What follows belongs to an exercise in optimizing a design on an open flow for small area, a short achievable clock period and few clock cycles per item; a production flow would make more cautious choices. Only simulation tests tie the RTL to the original design; equivalence was not proved.

File: flow/run.sh
#!/bin/bash
# synth_recipe.tcl (not shown) runs the flow's synth.tcl, then flattens the netlist and writes it again
# the make line also repeats each setting of config.mk as NAME=value (left out here)
make -C /OpenROAD-flow-scripts/flow DESIGN_CONFIG=/design/flow/config.mk WORK_HOME=/design/flow/orfs CLKGATE_MAP_FILE= SYNTH_SCRIPT=/design/flow/synth_recipe.tcl finish
File: flow/config.mk
export PLATFORM = sky130hd
export DESIGN_NAME = ln_top
export DESIGN_NICKNAME = ln_top
export VERILOG_FILES = /design/flow/design.v
export SDC_FILE = /design/flow/constraint.sdc
export NUM_CORES = 4
export LEC_CHECK = 0
export CAP_MARGIN = 20
export CORE_MARGIN = 2
export CORE_UTILIZATION = 25
export PLACE_DENSITY = 0.4
export SLEW_MARGIN = 20
File: flow/constraint.sdc
create_clock -name core_clock -period 9.0 [get_ports {core_clk}]
set_input_delay 1.8000 -clock core_clock [delete_from_list [all_inputs] [get_ports {core_clk}]]
set_output_delay 1.8000 -clock core_clock [all_outputs]
set_load 0.01 [all_outputs]
File: flow/design.v
package ln_pkg;
    typedef enum logic [1:0] {
        IDLE,
        SUM,    
        DIV,    
        OUT     
    } ln_state_e;
    typedef struct packed {
        logic [6:0] m;
        logic [4:0] e;
    } ln_div_t;
    typedef struct packed {
        logic [12-1:0]          channel_number;   
        logic [15:0]                  im_base;
        logic [15:0]                  om_base;
        logic [11:0]                  ifm_align;        
        logic [11:0]                  ofm_align;
        logic [11:0]                  block_count;
        logic [3:0]                   shift_out;
        logic [4*12-1:0]      div;              
    } ln_cfg_t;
    typedef struct packed {
        ln_state_e           state;
        logic [12-1:0] cnt;    
    } ln_phase_t;
    typedef struct packed {
        logic                  ren;
        logic [13-1:0] raddr;
        logic                  wen;
        logic [13-1:0] waddr;
    } ln_lbuf_req_t;
    typedef struct packed {
        logic                    ren;
        logic                    wen;
        logic [11-1:0] addr;    
    } ln_cache_req_t;
    typedef struct packed {
        logic clear;
        logic acc_en;
        logic mean_start;
        logic out_en;
    } ln_lane_ctl_t;
endpackage
`timescale 1ns/1ps
module ln_ctrl (
    input  logic              core_clk,
    input  logic              rst_n,
    input  logic              ln_start,
    input  ln_pkg::ln_cfg_t   cfg,
    output ln_pkg::ln_phase_t phase,
    output logic              block_done,
    output logic              ln_end
);
    ln_pkg::ln_state_e   state;
    ln_pkg::ln_state_e   state_nxt;
    logic [12-1:0] cnt;
    logic [12-1:0] cnt_nxt;
    logic [11:0]         blk_cnt;     
    logic                sum_last;
    logic                div_last;
    logic                out_last;
    logic                job_last;
    assign sum_last = (state == ln_pkg::SUM) &&
                      (cnt == cfg.channel_number + 12'(2 - 1));
    assign div_last = (state == ln_pkg::DIV) &&
                      (cnt == 12'(2 - 1));
    assign out_last = (state == ln_pkg::OUT) &&
                      (cnt == cfg.channel_number + 12'(2));
    assign job_last = out_last && (blk_cnt == cfg.block_count - 12'd1);
    always_comb begin
        state_nxt = state;
        cnt_nxt   = cnt + 12'(1);
        case (state)
            ln_pkg::IDLE: begin
                cnt_nxt = '0;
                if (ln_start) state_nxt = ln_pkg::SUM;
            end
            ln_pkg::SUM: begin
                if (sum_last) begin
                    state_nxt = ln_pkg::DIV;
                    cnt_nxt   = '0;
                end
            end
            ln_pkg::DIV: begin
                if (div_last) begin
                    state_nxt = ln_pkg::OUT;
                    cnt_nxt   = '0;
                end
            end
            ln_pkg::OUT: begin
                if (out_last) begin
                    state_nxt = job_last ? ln_pkg::IDLE : ln_pkg::SUM;
                    cnt_nxt   = '0;
                end
            end
            default: begin
                state_nxt = ln_pkg::IDLE;
                cnt_nxt   = '0;
            end
        endcase
    end
    always_ff @(posedge core_clk or negedge rst_n) begin
        if (!rst_n) begin
            state   <= ln_pkg::IDLE;
            cnt     <= '0;
            blk_cnt <= '0;
            ln_end  <= 1'b0;
        end else begin
            state  <= state_nxt;
            cnt    <= cnt_nxt;
            ln_end <= job_last;      
            if (state == ln_pkg::IDLE)
                blk_cnt <= '0;
            else if (out_last)
                blk_cnt <= blk_cnt + 12'd1;
        end
    end
    assign block_done  = out_last;
    assign phase.state = state;
    assign phase.cnt   = cnt;
endmodule
`timescale 1ns/1ps
module ln_mem_sched (
    input  logic                  core_clk,
    input  logic                  rst_n,
    input  ln_pkg::ln_cfg_t       cfg,
    input  ln_pkg::ln_phase_t     phase,
    input  logic                  ln_start,
    input  logic                  block_done,
    output ln_pkg::ln_lbuf_req_t  lbuf_req,
    output ln_pkg::ln_cache_req_t cache_req,
    output ln_pkg::ln_lane_ctl_t  lane_ctl
);
    logic [13-1:0] rd_base;
    logic [13-1:0] wr_base;
    logic [2-1:0]   lbuf_ren_sr;     
    logic [2-1:0]  cache_ren_sr;
    logic                  in_sum;
    logic                  in_out;
    logic                  lbuf_ren;
    logic                  cache_ren;
    logic [12-1:0]   cwr_idx;
    logic [12-1:0]   lwr_idx;
    assign in_sum = (phase.state == ln_pkg::SUM);
    assign in_out = (phase.state == ln_pkg::OUT);
    always_ff @(posedge core_clk or negedge rst_n) begin
        if (!rst_n) begin
            rd_base <= '0;
            wr_base <= '0;
        end else if (ln_start && phase.state == ln_pkg::IDLE) begin
            rd_base <= cfg.im_base[13-1:0];
            wr_base <= cfg.om_base[13-1:0];
        end else if (block_done) begin
            rd_base <= rd_base + 13'(cfg.ifm_align);
            wr_base <= wr_base + 13'(cfg.ofm_align);
        end
    end
    assign lbuf_ren  = in_sum && (phase.cnt < cfg.channel_number);
    assign cache_ren = in_out && (phase.cnt < cfg.channel_number);
    assign cwr_idx   = phase.cnt - 12'(2);
    assign lwr_idx   = phase.cnt - 12'(2 + 1);
    assign lbuf_req.ren   = lbuf_ren;
    assign lbuf_req.raddr = rd_base + 13'(phase.cnt);
    assign lbuf_req.wen   = in_out && (phase.cnt >= 12'(2 + 1)) &&
                            (phase.cnt < cfg.channel_number + 12'(2 + 1));
    assign lbuf_req.waddr = wr_base + 13'(lwr_idx);
    assign cache_req.ren  = cache_ren;
    assign cache_req.wen  = in_sum && (phase.cnt >= 12'(2)) &&
                            (phase.cnt < cfg.channel_number + 12'(2));
    assign cache_req.addr = cache_ren ? phase.cnt[11-1:0]
                                      : cwr_idx[11-1:0];
    always_ff @(posedge core_clk or negedge rst_n) begin
        if (!rst_n) begin
            lbuf_ren_sr  <= '0;
            cache_ren_sr <= '0;
        end else begin
            lbuf_ren_sr  <= {lbuf_ren_sr[2-2:0], lbuf_ren};
            cache_ren_sr <= {cache_ren_sr[2-2:0], cache_ren};
        end
    end
    assign lane_ctl.clear      = in_sum && (phase.cnt == '0);
    assign lane_ctl.acc_en     = lbuf_ren_sr[2-1];
    assign lane_ctl.mean_start = (phase.state == ln_pkg::DIV) && (phase.cnt == '0);
    assign lane_ctl.out_en     = cache_ren_sr[2-1];
endmodule
`timescale 1ns/1ps
module ln_lane (
    input  logic                               core_clk,
    input  logic                               rst_n,
    input  ln_pkg::ln_lane_ctl_t               lane_ctl,
    input  ln_pkg::ln_div_t                    div,
    input  logic [3:0]                         shift_out,
    input  logic [4*8-1:0]    din,
    output logic [4*8-1:0]    dout
);
    localparam int PROD_W = (8 + 11 + 1) + 8;      
    localparam int SHL_W  = PROD_W + 1 + 15;    
    localparam logic signed [SHL_W-1:0] SAT_MAX = 127;
    localparam logic signed [SHL_W-1:0] SAT_MIN = -128;
    logic mean_pend;    
    always_ff @(posedge core_clk or negedge rst_n) begin
        if (!rst_n)
            mean_pend <= 1'b0;
        else
            mean_pend <= lane_ctl.mean_start;
    end
    for (genvar s = 0; s < 4; s++) begin : g_slot
        logic signed [8-1:0] x;
        logic signed [(8 + 11 + 1)-1:0]  acc;
        logic signed [PROD_W-1:0]     prod;
        logic signed [PROD_W-1:0]     mean;
        logic signed [SHL_W-1:0]      diff_shl;
        logic signed [8-1:0] sat;
        logic        [8-1:0] q;
        assign x = din[s*8 +: 8];
        always_ff @(posedge core_clk) begin
            if (lane_ctl.clear)
                acc <= '0;
            else if (lane_ctl.acc_en)
                acc <= acc + x;
        end
        always_ff @(posedge core_clk) begin
            if (lane_ctl.mean_start)
                prod <= acc * $signed({1'b0, div.m});
            if (mean_pend)
                mean <= prod >>> div.e;      
        end
        assign diff_shl = (SHL_W'(x) - SHL_W'(mean)) <<< shift_out;
        always_comb begin
            if (diff_shl > SAT_MAX)
                sat = 8'h7f;
            else if (diff_shl < SAT_MIN)
                sat = 8'h80;
            else
                sat = diff_shl[8-1:0];
        end
        always_ff @(posedge core_clk) begin
            if (lane_ctl.out_en)
                q <= sat;
        end
        assign dout[s*8 +: 8] = q;
    end
endmodule
`timescale 1ns/1ps
module ln_top (
    input  logic                  core_clk,
    input  logic                  rst_n,
    input  logic                  ln_start,       
    input  ln_pkg::ln_cfg_t       cfg,            
    input  logic [(4 * 4 * 8)-1:0] lbuf_rdata,
    input  logic [(4 * 4 * 8)-1:0] cache_rdata,
    output logic                  ln_end,
    output ln_pkg::ln_lbuf_req_t  lbuf_req,
    output logic [(4 * 4 * 8)-1:0] lbuf_wdata,
    output ln_pkg::ln_cache_req_t cache_req,
    output logic [(4 * 4 * 8)-1:0] cache_wdata
);
    localparam int LANE_W = 4 * 8;
    ln_pkg::ln_phase_t    phase;
    ln_pkg::ln_lane_ctl_t lane_ctl;
    logic                 block_done;
    logic [(4 * 4 * 8)-1:0] lane_din;
    logic [4*12-1:0] div_flat;    
    assign div_flat = cfg.div;
    ln_ctrl u_ctrl (
        .core_clk   (core_clk),
        .rst_n      (rst_n),
        .ln_start   (ln_start),
        .cfg        (cfg),
        .phase      (phase),
        .block_done (block_done),
        .ln_end     (ln_end)
    );
    ln_mem_sched u_sched (
        .core_clk   (core_clk),
        .rst_n      (rst_n),
        .cfg        (cfg),
        .phase      (phase),
        .ln_start   (ln_start),
        .block_done (block_done),
        .lbuf_req   (lbuf_req),
        .cache_req  (cache_req),
        .lane_ctl   (lane_ctl)
    );
    assign lane_din    = (phase.state == ln_pkg::SUM) ? lbuf_rdata : cache_rdata;
    assign cache_wdata = lbuf_rdata;
    for (genvar i = 0; i < 4; i++) begin : g_lane
        ln_lane u_lane (
            .core_clk  (core_clk),
            .rst_n     (rst_n),
            .lane_ctl  (lane_ctl),
            .div       (div_flat[i*12 +: 12]),
            .shift_out (cfg.shift_out),
            .din       (lane_din[i*LANE_W +: LANE_W]),
            .dout      (lbuf_wdata[i*LANE_W +: LANE_W])
        );
    end
endmodule
==> results.sh <==
export IMPL_worstSetupStartpoint="u_ctrl.state[1]"
export IMPL_hold_class="flip-flop to flip-flop"
export IMPL_netlist_area_sq_mm=0.229
export IMPL_postSynthAreaPerCell_sq_um=8.27
export IMPL_cts_tree="built"
export IMPL_crit_required_ps=9790
export IMPL_holdPathStages=0
export IMPL_gp_congestion=0.897
export IMPL_hp_start="u_sched.lbuf_ren_sr[0]"
export IMPL_via_per_inst=5.08
export IMPL_fin_skew_ps=89.3
export IMPL_synth_edf_count=1024
export IMPL_period_minus_slack_ps=7810
export IMPL_hold_buffers=0
export IMPL_drive_above_1_share_pct=6.56
export IMPL_final_util_pct=28.0
export IMPL_clk_pin_slew_ps=60
export IMPL_grt_pass1_vias=205000
export IMPL_dr_pass1_iters=8
export IMPL_final_common_cell="inv_1"
export IMPL_critPathArrivalTime_ps=8590
export IMPL_final_cell_mix="inv_1 (2,977), nand2_1 (2,351), nor2_1 (1,920), and2_1 (1,857), ha_1 (1,764)"
export IMPL_ff_latch_area_sq_mm=0.0386
export IMPL_r2r_end="g_lane[0].u_lane.g_slot[0].q[0]"
export IMPL_cts_resized=0
export IMPL_pre_cts_ws_ps=550
export IMPL_portBuffers=682
export IMPL_async_flop_share_pct=4.14
export IMPL_synth_area_leaders="fa_1 (15%), edfxtp_1 (13%), ha_1 (9.7%)"
export IMPL_critPathCaptureType="flip-flop"
export IMPL_overflow=0
export IMPL_r2r_cells=21
export IMPL_r2r_start="u_ctrl.state[1]"
export IMPL_dieArea_sq_mm=0.922
export IMPL_synth_top_area_share_pct=15.2
export IMPL_grtUsageTotal_pct=18.3
export IMPL_cts_sinks=1402
export IMPL_io_pins=689
export IMPL_rows=351
export IMPL_grt_setup_unrepaired="no"
export IMPL_ant_nets=0
export IMPL_grt_antenna_before_repair=80
export IMPL_cts_buffers=206
export IMPL_max_cap_viol_count=0
export IMPL_worst_pin_slew_ps=1290
export IMPL_yosys_area_top_type="fa_1"
export IMPL_htree_levels=4
export IMPL_multi_input_area_sq_mm=0.172
export IMPL_path_max_fanout=21
export IMPL_grt_start_max_net_pins=121
export IMPL_drc=0
export IMPL_clock_path_buffers=4
export IMPL_hpwl_mm=694
export IMPL_clk_latency_ps=1030
export IMPL_routedWlPerCell_microns=22.0
export IMPL_ys_ff_latch=1402
export IMPL_setup_viol=0
export IMPL_yosysWarnings=3
export IMPL_clockRootBuffer="clkbuf_16"
export IMPL_final_nets=31200
export IMPL_synthFlopType="edfxtp_1"
export IMPL_dieWidth_microns=960
export IMPL_start_kind="flip-flop"
export IMPL_reg2reg_setup_slack_ps=1190
export IMPL_hold_path_endpoint="u_sched.lbuf_ren_sr[1]"
export IMPL_fin_setup_tns_ps=0
export IMPL_post_cts_buffers=0
export IMPL_synthCells=27600
export IMPL_initial_core_util_pct=25.1
export IMPL_area_delta_synth_final_pct=11.6
export IMPL_grt_pass1_wl_mm=1320
export IMPL_slew_headroom_pct=13.7
export IMPL_coreArea_sq_mm=0.913
export IMPL_drv_slew=0
export IMPL_initialDrtViolationCount=13900
export IMPL_routed_wl_mm=874
export IMPL_status="timing/DRC/antenna clean"
export IMPL_yosysSeqAreaShare_pct=16.9
export IMPL_hold_viol_final=0
export IMPL_crit_type="flip-flop to flip-flop"
export IMPL_max_freq_ghz=0.128
export IMPL_syn_nets=31500
export IMPL_yosys_cell_types_count=108
export IMPL_num_vias=202000
export IMPL_fill_cells=98700
export IMPL_period_share_pct=86.7
export IMPL_chipHeight_microns=960
export IMPL_setup_slack_ps=1190
==> synthesized netlist by cell type, drive strengths merged, types with 74 or more instances <==
cell / number
nand4: 192
ha: 1765
a21boi: 74
edfxtp: 1024
o211ai: 344
dfxtp: 320
a21o: 410
a21oi: 1637
nand3: 492
mux2i: 971
nor4: 127
clkbuf: 1191
a221oi: 80
mux2: 440
o21bai: 191
or2: 135
or3: 193
o221ai: 108
nand2: 2371
nor2b: 197
and2: 1876
fa: 1732
a2111oi: 105
o31ai: 138
nand2b: 190
o21ai: 1463
a31oi: 296
o2111ai: 104
a211oi: 310
inv: 2989
nor2: 1950
xor2: 249
buf: 444
o21a: 274
o22ai: 148
nor3: 560
mux4: 170
and3: 206
a22oi: 82
xnor2: 802
==> metrics by stage <==
step           hold WS [ps]  area, sq um  cells
6_report                349       255000  39700
5_1_grt                 374       255000  39700
4_1_cts                 354       255000  39700
3_5_place_dp            336       248000  39300
3_3_place_gp            339       248000  39300
2_1_floorplan           331       229000  27600
==> registers in the layout (all words and copies together) (netlist names) <==
register / cells
g_lane.u_lane.g_slot.acc: 320
g_lane.u_lane.g_slot.mean: 448
g_lane.u_lane.g_slot.prod: 448
g_lane.u_lane.g_slot.q: 128
g_lane.u_lane.mean_pend: 1
u_ctrl.blk_cnt: 12
u_ctrl.cnt: 12
u_ctrl.ln_end: 1
u_ctrl.state: 2
u_sched.cache_ren_sr: 2
u_sched.lbuf_ren_sr: 2
u_sched.rd_base: 13
u_sched.wr_base: 13
==> logic make-up after synthesis <==
kind of cell | count (synthesis) | share of synthesized area, %
buffers and inverters | 4637 | 7.87
AND/OR/NAND/NOR | 8808 | 19.1
XOR/XNOR | 1051 | 4.03
flip-flops | 1402 | 16.9
multiplexers | 1581 | 8.09
adder cells (fa/ha/maj) | 3497 | 24.8
AO/OA/AOI/OAI | 6663 | 19.2
==> worst max-delay path by stage <==
stage / end / slack [ps] / cells after the start
floorplan: g_lane[3].u_lane.mean_pend / 1090 / 6
global placement: g_lane[2].u_lane.g_slot[0].prod[27] / 510 / 24
detailed placement: g_lane[2].u_lane.g_slot[0].prod[27] / 550 / 24
CTS: lbuf_req[12] / 1120 / 18
global route: g_lane[0].u_lane.g_slot[0].q[0] / 730 / 21
finish: g_lane[0].u_lane.g_slot[0].q[0] / 1190 / 21
==> cell type report <==
type                            count  area share, %
Antenna cell                       37         0.0363
Clock buffer                      226           2.09
Clock inverter                    153          0.636
Inverter                         3002           4.43
Multi-Input combinational cell  21600           67.5
Sequential cell                  1402           15.1
Tap cell                        12200           5.97
Timing Repair Buffer             1143           4.17
==> critical path: stages (launching register included) <==
cell	delay, ps
dfrtp_1	420
inv_1	140
ha_4	340
buf_12	220
buf_4	360
mux2_2	480
ha_1	360
nor2b_1	160
o31a_1	320
o311a_1	360
a2111oi_1	380
buf_4	210
nor2_1	60
o311ai_1	510
nor2_1	250
a2111oi_0	450
nand3_1	190
a2111oi_0	770
nand4_1	190
nor4b_1	340
a31oi_1	400
o31ai_1	460
==> metal layers <==
layer	up-vias	part of all wire (%)	global-route usage [%]
li1	96500	-	-
met1	99200	44	23.8
met2	5091	47	31.4
met3	1174	4.9	2.34
met4	32	3.8	6.06
met5	-	0.023	0
Testbench counts, summed over its fixed seeds: cycles 82,868, items 40,736.

re-timing with driven ports:
The flow's constraints put no driver on any port. The routed layout listed below was extracted and timed again, unchanged, in two steps. Step 1 (the two cells are an assumption about what drives the block):
set clk [get_ports {core_clk}]
set_driving_cell -lib_cell sky130_fd_sc_hd__clkbuf_16 $clk
set_driving_cell -lib_cell sky130_fd_sc_hd__buf_2 [delete_from_list [all_inputs] $clk]
Step 2, shift: input delay + t, output delay - t, t = (earliest + latest rising clock arrival at the registers) / 2. This alone moves slack from input paths to output paths. Three values: no drivers, after step 1, after step 2; two values: the first two.
t, ns: 1.143
setup WS [ns]: 1.193 / 1.192 / 0.512
hold WS [ns]: 0.349 / 0.349 / 0.349
worst register clock-pin slew, ns: 0.07 / 0.07
cell pins on the clock port's net: 1
After both steps this run still meets setup and hold. The setup slack of this run moves by -0.001 ns with the drivers and by -0.681 ns with both steps.
